This design comes from an exercise in tuning for small area and few clock cycles per item on the open sky130 flow, not from production work. In this exercise RTL edits were held to simulation tests only and were not proved equivalent to the original. Power and IR drop assume default switching activity.

$ cat flow/constraint.sdc
create_clock -name core_clock -period 8.0 [get_ports {clk}]
set_input_delay 1.6000 -clock core_clock [delete_from_list [all_inputs] [get_ports {clk}]]
set_output_delay 1.6000 -clock core_clock [all_outputs]
set_load 0.01 [all_outputs]
$ cat flow/design.v
package bfp_pkg;
  localparam logic [3:0] COMP_METH_BFP = 4'd1;
  localparam int         RB_SAMPLES    = 24;
  localparam int         BEATS_PER_RB  = 6;
  function automatic logic [63:0] byte_reverse(input logic [63:0] d);
    for (int i = 0; i < 8; i++) byte_reverse[8*i +: 8] = d[56-8*i +: 8];
  endfunction
endpackage
module bfp_bit_unpack (
  input  logic        clk,
  input  logic        rst,
  input  logic [63:0] in_data,
  input  logic        in_valid,
  input  logic        hold,
  output logic        in_ready,
  input  logic [6:0]  need,
  input  logic        flush,
  output logic        ext,
  output logic [67:0] win,
  output logic [7:0]  cnt
);
  logic [127:0] bits_q, bits_n;
  logic [7:0]   cnt_q, cnt_n, cnt_mid;
  logic [6:0]   sh;
  logic         load;
  assign in_ready = (cnt_q <= 8'd64) && !hold;
  assign load     = in_valid && in_ready;
  assign ext      = cnt_q >= {1'b0, need};
  assign win      = bits_q[127:60];
  assign cnt      = cnt_q;
  always_comb begin
    sh      = ext ? need : 7'd0;
    cnt_mid = cnt_q - {1'b0, sh};
    bits_n  = bits_q << sh;
    cnt_n   = cnt_mid;
    if (load) begin
      bits_n = bits_n | ({in_data, 64'd0} >> cnt_mid);
      cnt_n  = cnt_mid + 8'd64;
    end
  end
  always_ff @(posedge clk or posedge rst) begin
    if (rst) begin
      bits_q <= '0;
      cnt_q  <= '0;
    end else if (flush) begin
      bits_q <= '0;
      cnt_q  <= '0;
    end else begin
      bits_q <= bits_n;
      cnt_q  <= cnt_n;
    end
  end
endmodule
module bfp_decomp (
  input  logic        clk,
  input  logic        rst,
  input  logic [63:0] s_axis_tdata,
  input  logic [7:0]  s_axis_tkeep,
  input  logic        s_axis_tvalid,
  output logic        s_axis_tready,
  input  logic        s_axis_tlast,
  input  logic [31:0] s_axis_tuser,
  output logic [63:0] m_axis_tdata,
  output logic [7:0]  m_axis_tkeep,
  output logic        m_axis_tvalid,
  output logic        m_axis_tlast,
  output logic [31:0] m_axis_tuser,
  input  logic [3:0]  ctrl_ud_comp_meth,
  input  logic [3:0]  ctrl_ud_iq_width
);
  logic [3:0]       meth_q, iqw_q, exp_q, exp_use, exp_eff;
  logic [2:0]       state_q;
  logic             last_in_q, in_pkt_q, first_out_q;
  logic [31:0]      pkt_user_q;
  logic             bfp, has_exp, load, ext, eop;
  logic [4:0]       w;
  logic [6:0]       need;
  logic [7:0]       cnt, rem;
  logic [8:0]       rb_bits;
  logic [67:0]      win;
  logic [63:0]      sa, tmp;
  logic signed [15:0] sx;
  logic [3:0][15:0] smp;
  logic             unused_ok;
  assign unused_ok    = &{1'b0, s_axis_tkeep};
  assign m_axis_tkeep = 8'hFF;
  assign bfp     = (meth_q == bfp_pkg::COMP_METH_BFP) && (iqw_q != 4'd0);
  assign w       = bfp ? {1'b0, iqw_q} : 5'd16;
  assign has_exp = bfp && (state_q == 3'd0);
  assign need    = (has_exp ? 7'd8 : 7'd0) + {w, 2'b00};
  assign load    = s_axis_tvalid && s_axis_tready;
  assign rem     = cnt - {1'b0, need};
  assign rb_bits = 9'd8 + 9'(bfp_pkg::RB_SAMPLES) * {4'd0, w};
  assign eop = ext && last_in_q &&
               (bfp ? (state_q == 3'(bfp_pkg::BEATS_PER_RB - 1)) && ({1'b0, rem} < rb_bits)
                    : (rem < 8'd64));
  bfp_bit_unpack u_unpack (
    .clk      (clk),
    .rst      (rst),
    .in_data  (bfp_pkg::byte_reverse(s_axis_tdata)),
    .in_valid (s_axis_tvalid),
    .hold     (last_in_q),
    .in_ready (s_axis_tready),
    .need     (need),
    .flush    (eop),
    .ext      (ext),
    .win      (win),
    .cnt      (cnt)
  );
  always_comb begin
    sa      = has_exp ? {win[59:0], 4'd0} : win[67:4];
    exp_use = has_exp ? win[63:60] : (bfp ? exp_q : 4'd0);
    exp_eff = exp_use;
    tmp = '0;
    sx  = '0;
    smp = '0;
    for (int i = 0; i < 4; i++) begin
      tmp    = sa << (i * int'(w));
      sx     = $signed(tmp[63:48]) >>> (5'd16 - w);
      smp[i] = sx <<< exp_eff;
    end
  end
  always_ff @(posedge clk or posedge rst) begin
    if (rst) begin
      meth_q        <= '0;
      iqw_q         <= '0;
      exp_q         <= '0;
      state_q       <= '0;
      last_in_q     <= 1'b0;
      in_pkt_q      <= 1'b0;
      first_out_q   <= 1'b1;
      pkt_user_q    <= '0;
      m_axis_tdata  <= '0;
      m_axis_tvalid <= 1'b0;
      m_axis_tlast  <= 1'b0;
      m_axis_tuser  <= '0;
    end else begin
      if (!in_pkt_q) begin
        meth_q <= ctrl_ud_comp_meth;
        iqw_q  <= ctrl_ud_iq_width;
      end
      if (load) begin
        in_pkt_q <= 1'b1;
        if (!in_pkt_q)    pkt_user_q <= s_axis_tuser;
        if (s_axis_tlast) last_in_q  <= 1'b1;
      end
      m_axis_tvalid <= ext;
      m_axis_tlast  <= eop;
      if (ext) begin
        m_axis_tdata <= bfp_pkg::byte_reverse({smp[0], smp[1], smp[2], smp[3]});
        state_q      <= (state_q == 3'(bfp_pkg::BEATS_PER_RB - 1)) ? 3'd0 : state_q + 3'd1;
        if (has_exp) exp_q <= win[63:60];
        if (first_out_q) begin
          m_axis_tuser <= pkt_user_q;
          first_out_q  <= 1'b0;
        end
      end
      if (eop) begin
        state_q     <= '0;
        last_in_q   <= 1'b0;
        in_pkt_q    <= 1'b0;
        first_out_q <= 1'b1;
      end
    end
  end
endmodule
$ cat flow/run.sh
#!/bin/bash
# synth_recipe.tcl (not shown) runs the flow's synth.tcl, then flattens the netlist and writes it again
# the make line also repeats each setting of config.mk as NAME=value (left out here)
make -C /OpenROAD-flow-scripts/flow DESIGN_CONFIG=/design/flow/config.mk WORK_HOME=/design/flow/orfs CLKGATE_MAP_FILE= SYNTH_SCRIPT=/design/flow/synth_recipe.tcl finish
$ cat flow/config.mk
export PLATFORM = sky130hd
export DESIGN_NAME = bfp_decomp
export DESIGN_NICKNAME = bfp_decomp
export VERILOG_FILES = /design/flow/design.v
export SDC_FILE = /design/flow/constraint.sdc
export NUM_CORES = 4
export LEC_CHECK = 0
export CAP_MARGIN = 20
export CORE_MARGIN = 2
export CORE_UTILIZATION = 40
export SLEW_MARGIN = 20
==> results.cfg <==
[synthesis]
synth_edf_count = 0
synth.area.top_cells = dfrtp_1, mux2i_1, nor2_1
yosysWarningCount = 2
synth_ff_type = dfrtp_1
synth.most_common_cell = nor2_1
synthCells = 4462
synth_top_cell_by_area = dfrtp_1
netlist_area_um2 = 33870
synthDistinctLibCells = 117
async_reset_ff_share_pct = 100.0
synth_commonest_cells = nor2_1, mux2i_1, nand2_1
synth_top_area_share_pct = 20.76
synth-seq-cells = 282
synth-seq-area-share_pct = 20.84
avgSynthCellArea_um2 = 7.591

[global_route]
grt_pass1_vias = 36840
grtUsageMet1_pct = 50.17
use_met3_pct = 7.796
grt_max_degree = 175
grt_use_met2_pct = 60.95
grt_util_all_layers_pct = 39.11
grt_pass1_wl_um = 255500
antenna_found_initial = 2
top_usage_layer = met2
grt_overflow = 0

[critical_path]
crit_end = u_unpack.bits_q[76]
crit_arrival_ps = 7510
r2r_end = u_unpack.bits_q[76]
cp.required_ps = 8450
r2r_start = meth_q[1]
rr_worst_depth = 20
startpoint_type = flop
critPathLaunch = meth_q[1]
crit_path_end_kind = flop
rrSetupSlack_ps = 940
cp_max_fo = 20
crit_type = flop to flop

[timing]
finalCritPeriodShare_pct = 88.30
rsz0062_at_grt = false
min_period_ps = 7064
clock_skew_ps = 54.47
setup_violations = 0
worst_slew_pin_slew_ps = 1319
max_slew_margin_pct = 11.28
slew_violations = 0
hold_ws_ps = 482.3
hold_viol_final = 0
fin_ws_ps = 936.0
fmax_ghz = 0.1416
tns_ps = 0

[worst_hold_path]
min_path_type = flop to flop

[place]
dpl-instance-area_um2 = 37080
place_hpwl_um = 132000
place.gp.congestion = 1.098
io_buffer_count = 206
pre_cts_slack_ps = 1064

[clocking]
postCtsSetupRepairBufs = 0
cts_resized = 0
cts_buffer_depth = 3
clkLatencyLatePin_ps = 590
root_buffer = clkbuf_16
hold_buffers = 0
cts_tree = yes
cts_made_buffers = 35
clkSinkCount = 282
htreeDepth = 2
path_clk_slew_ps = 60

[layout]
post-route-util_pct = 45.75
layout-drive-gt1-share_pct = 11.10
fin_nets = 4564
finalInstanceArea_um2 = 38290
area.growth.synth_to_final_pct = 13.03

[route]
drtAntennaViolNets = 0
wirelength_um = 176200
post_drt_wl_per_cell_um = 31.58
dr.pass1.iters = 9
drt_iter0_drc = 6113
via_count = 39270
route.detailed.drc = 0
viasPerCell = 7.040

[pwr]
ir_drop_mv = 0.3695
power.density_nw_per_um2 = 516.4
power_leakage_uw = 0.01568

[die]
die_x_um = 295.0
dieArea_um2 = 87020
initial_utilization_pct = 40.47
coreArea_um2 = 83690
rows = 106
die_y_um = 295.0
io-pin-count = 223

[flow_run]
drv_cap = 0

[status]
status = no timing/DRC/antenna violations
-- area by class of cell --
cell class,instances,area (µm²)
Timing Repair Buffer,372,3421
Sequential cell,282,7066
Tap cell,1134,1419
Clock inverter,16,215.2
Antenna cell,1,2.502
Multi-Input combinational cell,3659,24910
Fill cell,8591,45400
Inverter,69,266.5
Clock buffer,45,983.4
-- report_power, final --
group	internal [µW]	leakage, µW	total [µW]	switching, µW
registers	1960	0.00372	2490	527
logic	4910	0.0114	15600	10700
clock network	976	0.000583	1680	702
total	7850	0.0157	19800	11900
-- metrics by stage --
step / total power (µW) / instances
after floorplan: 11840 / 4469
after global placement: 17400 / 5516
after detailed placement: 17380 / 5516
after CTS: 19120 / 5577
after global routing: 20620 / 5577
final: 19770 / 5578
-- layout by cell type (no fill, tap or decap), drive strengths merged, types with 20 or more instances in the layout --
cell type,Yosys,routed
nor2b,22,22
and3,46,46
a222oi,39,39
dfrtp,281,281
mux2,123,123
a22oi,60,60
nand4,119,119
o21ai,246,246
a221oi,44,44
o31ai,56,56
nand2,464,464
buf,189,166
o211ai,73,73
nor3,92,92
a211oi,113,113
a21oi,256,256
o22ai,122,122
a31oi,63,63
ha,26,26
mux2i,465,465
nor2,508,508
inv,65,64
mux4,23,23
o2111ai,72,72
a41oi,24,24
or3,23,23
o221ai,38,38
nand3,97,97
nor4,37,37
clkdlybuf4s50,0,206
and2,23,23
or4b,27,27
a2111oi,20,20
clkbuf,270,45
-- cell families after synthesis --
| kind of cell | Yosys count | synth area share, % |
|---|---|---|
| mux | 611 | 19.36 |
| simple gates | 1525 | 21.19 |
| xor+xnor | 27 | 0.7203 |
| flops | 282 | 20.84 |
| buf+inv | 528 | 6.461 |
| compound gates | 1459 | 30.28 |
| fa+ha+maj | 29 | 1.138 |
| other cells | 1 | 0.01107 |
-- registers in the layout, summed over array words and instances, names as in the netlist, 3 cells and up --
name / flops
u_unpack.cnt_q: 6
u_unpack.bits_q: 128
meth_q: 4
iqw_q: 4
state_q: 3
pkt_user_q: 32
m_axis_tdata: 64
exp_q: 4
m_axis_tuser: 32
-- how the worst min path moves through the flow --
stage | end | slack (ps) | from | cells past startpoint
after floorplan | exp_q[3] | 450 | exp_q[3] | 2
after global placement | m_axis_tdata[13] | 470 | m_axis_tdata[13] | 2
after detailed placement | m_axis_tdata[8] | 480 | m_axis_tdata[8] | 2
after CTS | m_axis_tdata[8] | 490 | m_axis_tdata[8] | 2
after global routing | m_axis_tdata[40] | 510 | m_axis_tdata[40] | 2
final | m_axis_tdata[13] | 480 | m_axis_tdata[13] | 2
-- worst max-delay path, cell delays in order, from the launching register on --
cell,delay (ps)
dfrtp_1,420
or4b_2,900
nor2_4,190
ha_1,440
nand2_1,120
xnor2_1,370
ha_1,350
nor2b_1,170
nor4_4,270
buf_4,270
nor2_4,80
ha_4,190
fa_4,820
clkinv_1,330
buf_4,350
nor2_1,120
a21oi_1,70
mux2i_1,400
a21oi_1,230
a222oi_1,770
nor2_1,90
-- routing by layer --
metal | part of all wire, % | vias up
met2 | 44 | 2560
met5 | 0.012 | -
met3 | 10 | 542
met4 | 7.0 | 4
li1 | - | 17110
met1 | 39 | 19050
Testbench counts, summed over its fixed seeds: cycles 14,455, items 10,579.

[what the ideal ports hide]
How much do the figures lean on ideal ports? The routed layout below was timed once more, with nothing changed but the port constraints.
Step 1 sets driving cells, clkbuf_16 on the clock port and buf_2 on the other inputs (assumed; they add their load-dependent delay and slew).
Step 2 adds t to the input delays and takes it off the output delays; t is the mean of the earliest and latest rising clock arrival at the registers after step 1. Input paths then give back, and output paths get back, about the clock's delay inside the block.
a / b / c = no drivers / after step 1 / after step 2; a / b = the first two.
shift t [ns]: 0.632
slack for setup (ns): 0.936 / 0.936 / 0.936
worst setup path after step 2: register to register
worst register clock-pin slew, ns: 0.07 / 0.07
worst slew at a driven data input, ns: 0.08
After both steps this run still meets setup and hold. The setup slack of this run moves by 0.000 ns with the drivers and by 0.000 ns with both steps.
